Context: an optimization exercise on an open-source flow, tuned for small area. The choices shown serve that exercise and are no tape-out recipe.
The RTL was checked by simulation tests, not by an equivalence proof against the original design.

Setup of indigo:
==> flow/design.v <==
module btb_aoi222 (
    input  logic a0, b0, a1, b1, a2, b2,
    output logic y
);
    assign y = ~((a0 & b0) | (a1 & b1) | (a2 & b2));
endmodule
module btb_nand2 (
    input  logic a, b,
    output logic y
);
    assign y = ~(a & b);
endmodule
module btb_and3 (
    input  logic a, b, c,
    output logic y
);
    assign y = a & b & c;
endmodule
module btb_nand4 (
    input  logic a, b, c, d,
    output logic y
);
    assign y = ~(a & b & c & d);
endmodule
module btb_nand6 (
    input  logic [5:0] a,
    output logic       y
);
    logic t;
    btb_and3  u_a (.a(a[3]), .b(a[4]), .c(a[5]), .y(t));
    btb_nand4 u_n (.a(a[0]), .b(a[1]), .c(a[2]), .d(t), .y(y));
endmodule
module btb_mux16 (
    input  logic [15:0] s,
    input  logic [15:0] d,
    output logic        y
);
    logic [5:0] t;
    for (genvar k = 0; k < 5; k++) begin : g_aoi
        btb_aoi222 u_aoi (
            .a0(s[3*k]),   .b0(d[3*k]),
            .a1(s[3*k+1]), .b1(d[3*k+1]),
            .a2(s[3*k+2]), .b2(d[3*k+2]),
            .y (t[k])
        );
    end
    btb_nand2 u_last (.a(s[15]), .b(d[15]), .y(t[5]));
    btb_nand6 u_or   (.a(t), .y(y));
endmodule
module btb_mux16n (
    input  logic [15:0] s,
    input  logic [15:0] d,
    output logic        lo,
    output logic        hi
);
    logic [5:0] t;
    for (genvar k = 0; k < 5; k++) begin : g_aoi
        btb_aoi222 u_aoi (
            .a0(s[3*k]),   .b0(d[3*k]),
            .a1(s[3*k+1]), .b1(d[3*k+1]),
            .a2(s[3*k+2]), .b2(d[3*k+2]),
            .y (t[k])
        );
    end
    btb_nand2 u_last (.a(s[15]), .b(d[15]), .y(t[5]));
    btb_and3  u_lo   (.a(t[0]), .b(t[1]), .c(t[2]), .y(lo));
    btb_and3  u_hi   (.a(t[3]), .b(t[4]), .c(t[5]), .y(hi));
endmodule
module btb_aoi32 (
    input  logic a1, a2, a3, b1, b2,
    output logic y
);
    assign y = ~((a1 & a2 & a3) | (b1 & b2));
endmodule
module btb_inv (
    input  logic a,
    output logic y
);
    assign y = ~a;
endmodule
module btb_nand3 (
    input  logic a, b, c,
    output logic y
);
    assign y = ~(a & b & c);
endmodule
module btb_nor2 (
    input  logic a, b,
    output logic y
);
    assign y = ~(a | b);
endmodule
module btb_predec4 #(
    parameter bit GATED = 1'b0
) (
    input  logic       en,
    input  logic [1:0] idx,
    output logic [3:0] ny
);
    logic [1:0] n;
    btb_inv u_i0 (.a(idx[0]), .y(n[0]));
    btb_inv u_i1 (.a(idx[1]), .y(n[1]));
    for (genvar k = 0; k < 4; k++) begin : g_k
        logic b0, b1;
        assign b0 = k[0] ? idx[0] : n[0];
        assign b1 = k[1] ? idx[1] : n[1];
        if (GATED) begin : g_en
            btb_nand3 u_n (.a(en), .b(b1), .c(b0), .y(ny[k]));
        end else begin : g_plain
            btb_nand2 u_n (.a(b1), .b(b0), .y(ny[k]));
        end
    end
endmodule
module btb_dec16 #(
    parameter bit GATED = 1'b0
) (
    input  logic        en,
    input  logic [3:0]  idx,
    output logic [15:0] oh
);
    logic [3:0] nlo, nhi;
    btb_predec4 #(.GATED(1'b0))  u_lo (.en(1'b1), .idx(idx[1:0]), .ny(nlo));
    btb_predec4 #(.GATED(GATED)) u_hi (.en(en),   .idx(idx[3:2]), .ny(nhi));
    for (genvar i = 0; i < 16; i++) begin : g_o
        btb_nor2 u_o (.a(nhi[i/4]), .b(nlo[i%4]), .y(oh[i]));
    end
endmodule
module btb_and2 (
    input  logic a, b,
    output logic y
);
    assign y = a & b;
endmodule
module btb_and4 (
    input  logic a, b, c, d,
    output logic y
);
    assign y = a & b & c & d;
endmodule
module btb_cbit (
    input  logic q, c, nsat, rst,
    output logic d
);
    assign d = ~(((q ~^ c) & nsat) | rst);
endmodule
module btb_satinc32 (
    input  logic        en,
    input  logic        rst,
    input  logic [31:0] q,
    output logic [31:0] d
);
    logic [7:0]  grp, e;
    logic [31:0] c;
    logic        nsat;
    for (genvar g = 0; g < 8; g++) begin : g_grp
        btb_and4 u_g (.a(q[4*g]), .b(q[4*g+1]), .c(q[4*g+2]), .d(q[4*g+3]), .y(grp[g]));
        if (g == 0) begin : g_first
            assign e[0] = en;
        end else begin : g_next
            btb_and2 u_e (.a(e[g-1]), .b(grp[g-1]), .y(e[g]));
        end
        assign c[4*g] = e[g];
        for (genvar j = 1; j < 4; j++) begin : g_in
            btb_and2 u_c (.a(c[4*g+j-1]), .b(q[4*g+j-1]), .y(c[4*g+j]));
        end
    end
    assign nsat = ~(e[7] & grp[7]);
    for (genvar i = 0; i < 32; i++) begin : g_bit
        btb_cbit u_b (.q(q[i]), .c(c[i]), .nsat(nsat), .rst(rst), .d(d[i]));
    end
endmodule
module branch_target_predictor #(
    parameter int ADDR_WIDTH   = 32,
    parameter int INDEX_BITS   = 4,
    parameter int COUNTER_BITS = 2,
    parameter int TAG_BITS     = ADDR_WIDTH - INDEX_BITS - 2
) (
    input  logic                  clock,
    input  logic                  reset,
    input  logic [ADDR_WIDTH-1:0] lookup_pc,
    output logic                  predict_hit,
    output logic                  predict_taken,
    output logic [ADDR_WIDTH-1:0] predict_next_pc,
    input  logic                  update_valid,
    input  logic [ADDR_WIDTH-1:0] update_pc,
    input  logic                  update_taken,
    input  logic [ADDR_WIDTH-1:0] update_target,
    input  logic                  update_pred_taken,
    input  logic [ADDR_WIDTH-1:0] update_pred_target,
    input  logic                  flush,
    output logic                  mispredict,
    output logic [31:0]           branch_count,
    output logic [31:0]           mispredict_count
);
    localparam int ENTRIES = 16;
    logic [ENTRIES-1:0]      ent_valid;
    logic [TAG_BITS-1:0]     ent_tag    [ENTRIES];
    logic [ADDR_WIDTH-1:0]   ent_target [ENTRIES];
    logic [COUNTER_BITS-1:0] ent_ctr    [ENTRIES];
    logic [3:0]          lookup_idx, update_idx;
    logic [TAG_BITS-1:0] lookup_tag, update_tag;
    logic                unused_pc_bits;
    assign lookup_idx     = lookup_pc[5:2];
    assign lookup_tag     = lookup_pc[ADDR_WIDTH-1:6];
    assign update_idx     = update_pc[5:2];
    assign update_tag     = update_pc[ADDR_WIDTH-1:6];
    assign unused_pc_bits = &{1'b0, update_pc[1:0]};
    logic [ENTRIES-1:0] lsel, usel;
    btb_dec16 #(.GATED(1'b0)) u_ldec (.en(1'b1),         .idx(lookup_idx), .oh(lsel));
    btb_dec16 #(.GATED(1'b1)) u_udec (.en(update_valid), .idx(update_idx), .oh(usel));
    logic                  l_valid, l_ctr_hi;
    logic [TAG_BITS-1:0]   l_tag;
    logic [ADDR_WIDTH-1:0] l_target_nlo, l_target_nhi;   
    logic                    u_valid;
    logic [TAG_BITS-1:0]     u_tag;
    logic [COUNTER_BITS-1:0] u_ctr;
    for (genvar b = 0; b < TAG_BITS; b++) begin : g_tag_rd
        logic [ENTRIES-1:0] col;
        for (genvar i = 0; i < ENTRIES; i++) begin : g_col
            assign col[i] = ent_tag[i][b];
        end
        btb_mux16 u_l (.s(lsel), .d(col), .y(l_tag[b]));
        btb_mux16 u_u (.s(usel), .d(col), .y(u_tag[b]));
    end
    for (genvar b = 0; b < ADDR_WIDTH; b++) begin : g_tgt_rd
        logic [ENTRIES-1:0] col;
        for (genvar i = 0; i < ENTRIES; i++) begin : g_col
            assign col[i] = ent_target[i][b];
        end
        btb_mux16n u_l (.s(lsel), .d(col), .lo(l_target_nlo[b]), .hi(l_target_nhi[b]));
    end
    for (genvar b = 0; b < COUNTER_BITS; b++) begin : g_ctr_rd
        logic [ENTRIES-1:0] col;
        for (genvar i = 0; i < ENTRIES; i++) begin : g_col
            assign col[i] = ent_ctr[i][b];
        end
        btb_mux16 u_u (.s(usel), .d(col), .y(u_ctr[b]));
    end
    logic [ENTRIES-1:0] ctr_hi_col;
    for (genvar i = 0; i < ENTRIES; i++) begin : g_hi_col
        assign ctr_hi_col[i] = ent_ctr[i][COUNTER_BITS-1];
    end
    btb_mux16 u_l_valid (.s(lsel), .d(ent_valid),  .y(l_valid));
    btb_mux16 u_l_ctr   (.s(lsel), .d(ctr_hi_col), .y(l_ctr_hi));
    btb_mux16 u_u_valid (.s(usel), .d(ent_valid),  .y(u_valid));
    assign predict_hit     = l_valid && (l_tag == lookup_tag);
    assign predict_taken   = predict_hit && l_ctr_hi;
    logic [ADDR_WIDTH-1:0] seq_pc_n;
    logic                  not_taken;
    assign seq_pc_n  = ~{lookup_pc[ADDR_WIDTH-1:2] + 30'd1, lookup_pc[1:0]};
    assign not_taken = ~predict_taken;
    for (genvar b = 0; b < ADDR_WIDTH; b++) begin : g_next
        btb_aoi32 u_o (
            .a1(predict_taken), .a2(l_target_nlo[b]), .a3(l_target_nhi[b]),
            .b1(not_taken),     .b2(seq_pc_n[b]),
            .y (predict_next_pc[b])
        );
    end
    logic                    u_hit;
    logic [COUNTER_BITS-1:0] u_ctr_next;
    assign u_hit = u_valid && (u_tag == update_tag);
    always_comb begin
        u_ctr_next = u_ctr;
        if (u_hit) begin
            if (update_taken) begin
                if (u_ctr != '1) u_ctr_next = u_ctr + COUNTER_BITS'(1);
            end else if (u_ctr != '0) begin
                u_ctr_next = u_ctr - COUNTER_BITS'(1);
            end
        end else if (update_taken) begin
            u_ctr_next = COUNTER_BITS'(1) << (COUNTER_BITS - 1);
        end
    end
    for (genvar i = 0; i < ENTRIES; i++) begin : g_entry
        logic wr;
        assign wr = usel[i] && update_taken;
        always_ff @(posedge clock) begin
            if (reset || flush) ent_valid[i] <= 1'b0;
            else if (wr) ent_valid[i] <= 1'b1;
        end
        always_ff @(posedge clock) begin
            if (wr) begin
                ent_tag[i]    <= update_tag;
                ent_target[i] <= update_target;
            end
            if (usel[i]) ent_ctr[i] <= u_ctr_next;
        end
    end
    logic miss_event;
    assign miss_event = update_valid &&
                        ((update_taken != update_pred_taken) ||
                         (update_taken && (update_target != update_pred_target)));
    logic [31:0] branch_next, mispredict_next;
    btb_satinc32 u_branch_inc     (.en(update_valid), .rst(reset), .q(branch_count),     .d(branch_next));
    btb_satinc32 u_mispredict_inc (.en(miss_event),   .rst(reset), .q(mispredict_count), .d(mispredict_next));
    always_ff @(posedge clock) begin
        mispredict       <= !reset && miss_event;
        branch_count     <= branch_next;
        mispredict_count <= mispredict_next;
    end
endmodule
export LEC_CHECK = 0
export CAP_MARGIN = 10
export CORE_MARGIN = 2
export CORE_UTILIZATION = 50
export SLEW_MARGIN = 10
export SYNTH_HIERARCHICAL = 1
export SYNTH_MINIMUM_KEEP_SIZE = 0
create_clock -name core_clock -period 7.0 [get_ports {clock}]
standard.sh (not shown) runs the stock make flow with config.mk's settings and CLKGATE_MAP_FILE= SYNTH_SCRIPT=/design/flow/synth_recipe.tcl, a recipe that flattens the netlist after the stock synthesis.
==> flow/flow/run.sh <==
#!/bin/bash
# Standard ORFS layout (the standard.sh), with two changes:
#  - ports are buffered with the smallest buffer (buf_1) instead of the tool's default pick;
#  - clock tree synthesis clusters up to 18 sinks per clkbuf_8 and adds no dummy loads.
# The make output (all tools) goes to standard_flow.log; each ORFS step also keeps its own
# log under orfs/logs/.
set -euo pipefail
bash standard.sh \
  "BUFFER_PORTS_ARGS=-buffer_cell sky130_fd_sc_hd__buf_1" \
  "CTS_ARGS=-sink_clustering_enable -repair_clock_nets -buf_list sky130_fd_sc_hd__clkbuf_8 -sink_clustering_size 18 -sink_clustering_max_diameter 80 -dont_use_dummy_load" \
  finish > standard_flow.log 2>&1
Relative to indigo, the following input files were edited for fjord:
diff --git a/flow/design.v b/flow/design.v
--- a/flow/design.v
+++ b/flow/design.v
@@ -44,35 +44,10 @@
             .y (t[k])
         );
     end
     btb_nand2 u_last (.a(s[15]), .b(d[15]), .y(t[5]));
     btb_nand6 u_or   (.a(t), .y(y));
-endmodule
-module btb_mux16n (
-    input  logic [15:0] s,
-    input  logic [15:0] d,
-    output logic        lo,
-    output logic        hi
-);
-    logic [5:0] t;
-    for (genvar k = 0; k < 5; k++) begin : g_aoi
-        btb_aoi222 u_aoi (
-            .a0(s[3*k]),   .b0(d[3*k]),
-            .a1(s[3*k+1]), .b1(d[3*k+1]),
-            .a2(s[3*k+2]), .b2(d[3*k+2]),
-            .y (t[k])
-        );
-    end
-    btb_nand2 u_last (.a(s[15]), .b(d[15]), .y(t[5]));
-    btb_and3  u_lo   (.a(t[0]), .b(t[1]), .c(t[2]), .y(lo));
-    btb_and3  u_hi   (.a(t[3]), .b(t[4]), .c(t[5]), .y(hi));
-endmodule
-module btb_aoi32 (
-    input  logic a1, a2, a3, b1, b2,
-    output logic y
-);
-    assign y = ~((a1 & a2 & a3) | (b1 & b2));
 endmodule
 module btb_inv (
     input  logic a,
     output logic y
 );
@@ -208,11 +183,11 @@
     logic [ENTRIES-1:0] lsel, usel;
     btb_dec16 #(.GATED(1'b0)) u_ldec (.en(1'b1),         .idx(lookup_idx), .oh(lsel));
     btb_dec16 #(.GATED(1'b1)) u_udec (.en(update_valid), .idx(update_idx), .oh(usel));
     logic                  l_valid, l_ctr_hi;
     logic [TAG_BITS-1:0]   l_tag;
-    logic [ADDR_WIDTH-1:0] l_target_nlo, l_target_nhi;   
+    logic [ADDR_WIDTH-1:0] l_target;
     logic                    u_valid;
     logic [TAG_BITS-1:0]     u_tag;
     logic [COUNTER_BITS-1:0] u_ctr;
     for (genvar b = 0; b < TAG_BITS; b++) begin : g_tag_rd
         logic [ENTRIES-1:0] col;
@@ -225,11 +200,11 @@
     for (genvar b = 0; b < ADDR_WIDTH; b++) begin : g_tgt_rd
         logic [ENTRIES-1:0] col;
         for (genvar i = 0; i < ENTRIES; i++) begin : g_col
             assign col[i] = ent_target[i][b];
         end
-        btb_mux16n u_l (.s(lsel), .d(col), .lo(l_target_nlo[b]), .hi(l_target_nhi[b]));
+        btb_mux16 u_l (.s(lsel), .d(col), .y(l_target[b]));
     end
     for (genvar b = 0; b < COUNTER_BITS; b++) begin : g_ctr_rd
         logic [ENTRIES-1:0] col;
         for (genvar i = 0; i < ENTRIES; i++) begin : g_col
             assign col[i] = ent_ctr[i][b];
@@ -243,21 +218,12 @@
     btb_mux16 u_l_valid (.s(lsel), .d(ent_valid),  .y(l_valid));
     btb_mux16 u_l_ctr   (.s(lsel), .d(ctr_hi_col), .y(l_ctr_hi));
     btb_mux16 u_u_valid (.s(usel), .d(ent_valid),  .y(u_valid));
     assign predict_hit     = l_valid && (l_tag == lookup_tag);
     assign predict_taken   = predict_hit && l_ctr_hi;
-    logic [ADDR_WIDTH-1:0] seq_pc_n;
-    logic                  not_taken;
-    assign seq_pc_n  = ~{lookup_pc[ADDR_WIDTH-1:2] + 30'd1, lookup_pc[1:0]};
-    assign not_taken = ~predict_taken;
-    for (genvar b = 0; b < ADDR_WIDTH; b++) begin : g_next
-        btb_aoi32 u_o (
-            .a1(predict_taken), .a2(l_target_nlo[b]), .a3(l_target_nhi[b]),
-            .b1(not_taken),     .b2(seq_pc_n[b]),
-            .y (predict_next_pc[b])
-        );
-    end
+    assign predict_next_pc = predict_taken ? l_target
+                                           : {lookup_pc[ADDR_WIDTH-1:2] + 30'd1, lookup_pc[1:0]};
     logic                    u_hit;
     logic [COUNTER_BITS-1:0] u_ctr_next;
     assign u_hit = u_valid && (u_tag == update_tag);
     always_comb begin
         u_ctr_next = u_ctr;
- fjord completed end to end with timing, DRC and antenna clean.
- Comparing via count for indigo and fjord, the smaller number came from indigo.
- indigo -> fjord: non-clock buffer count increased by a few percent
- fjord against indigo: cell count moved up, layout overhead on the synthesized area level, highest clock rate moved up.

-- separate check: timing with driven ports --
No port has a modelled driver above. Below, the same layouts with a new extraction and two added sets of constraints. Step 1, drivers: a clkbuf_16 drives clock and a buf_2 each remaining input, both assumed. Step 2, shift: input delay + t, output delay - t, t = (earliest + latest rising clock arrival at the registers) / 2. This alone moves slack from input paths to output paths. Slacks: ideal ports / drivers / drivers and shift; pairs: ideal ports / drivers.
| run | t (ns) | setup WS [ns] | clock arrival spread, ns |
|---|---|---|---|
| indigo | 0.746 | 0.203 / 0.117 / 0.117 | 0.055 / 0.055 |
| fjord | 0.744 | 0.291 / 0.262 / 0.262 | 0.066 / 0.066 |
After both steps setup and hold are still met in every run listed. The setup slack of indigo, which loses most, moves by -0.086 ns with the drivers and by -0.086 ns with both steps.
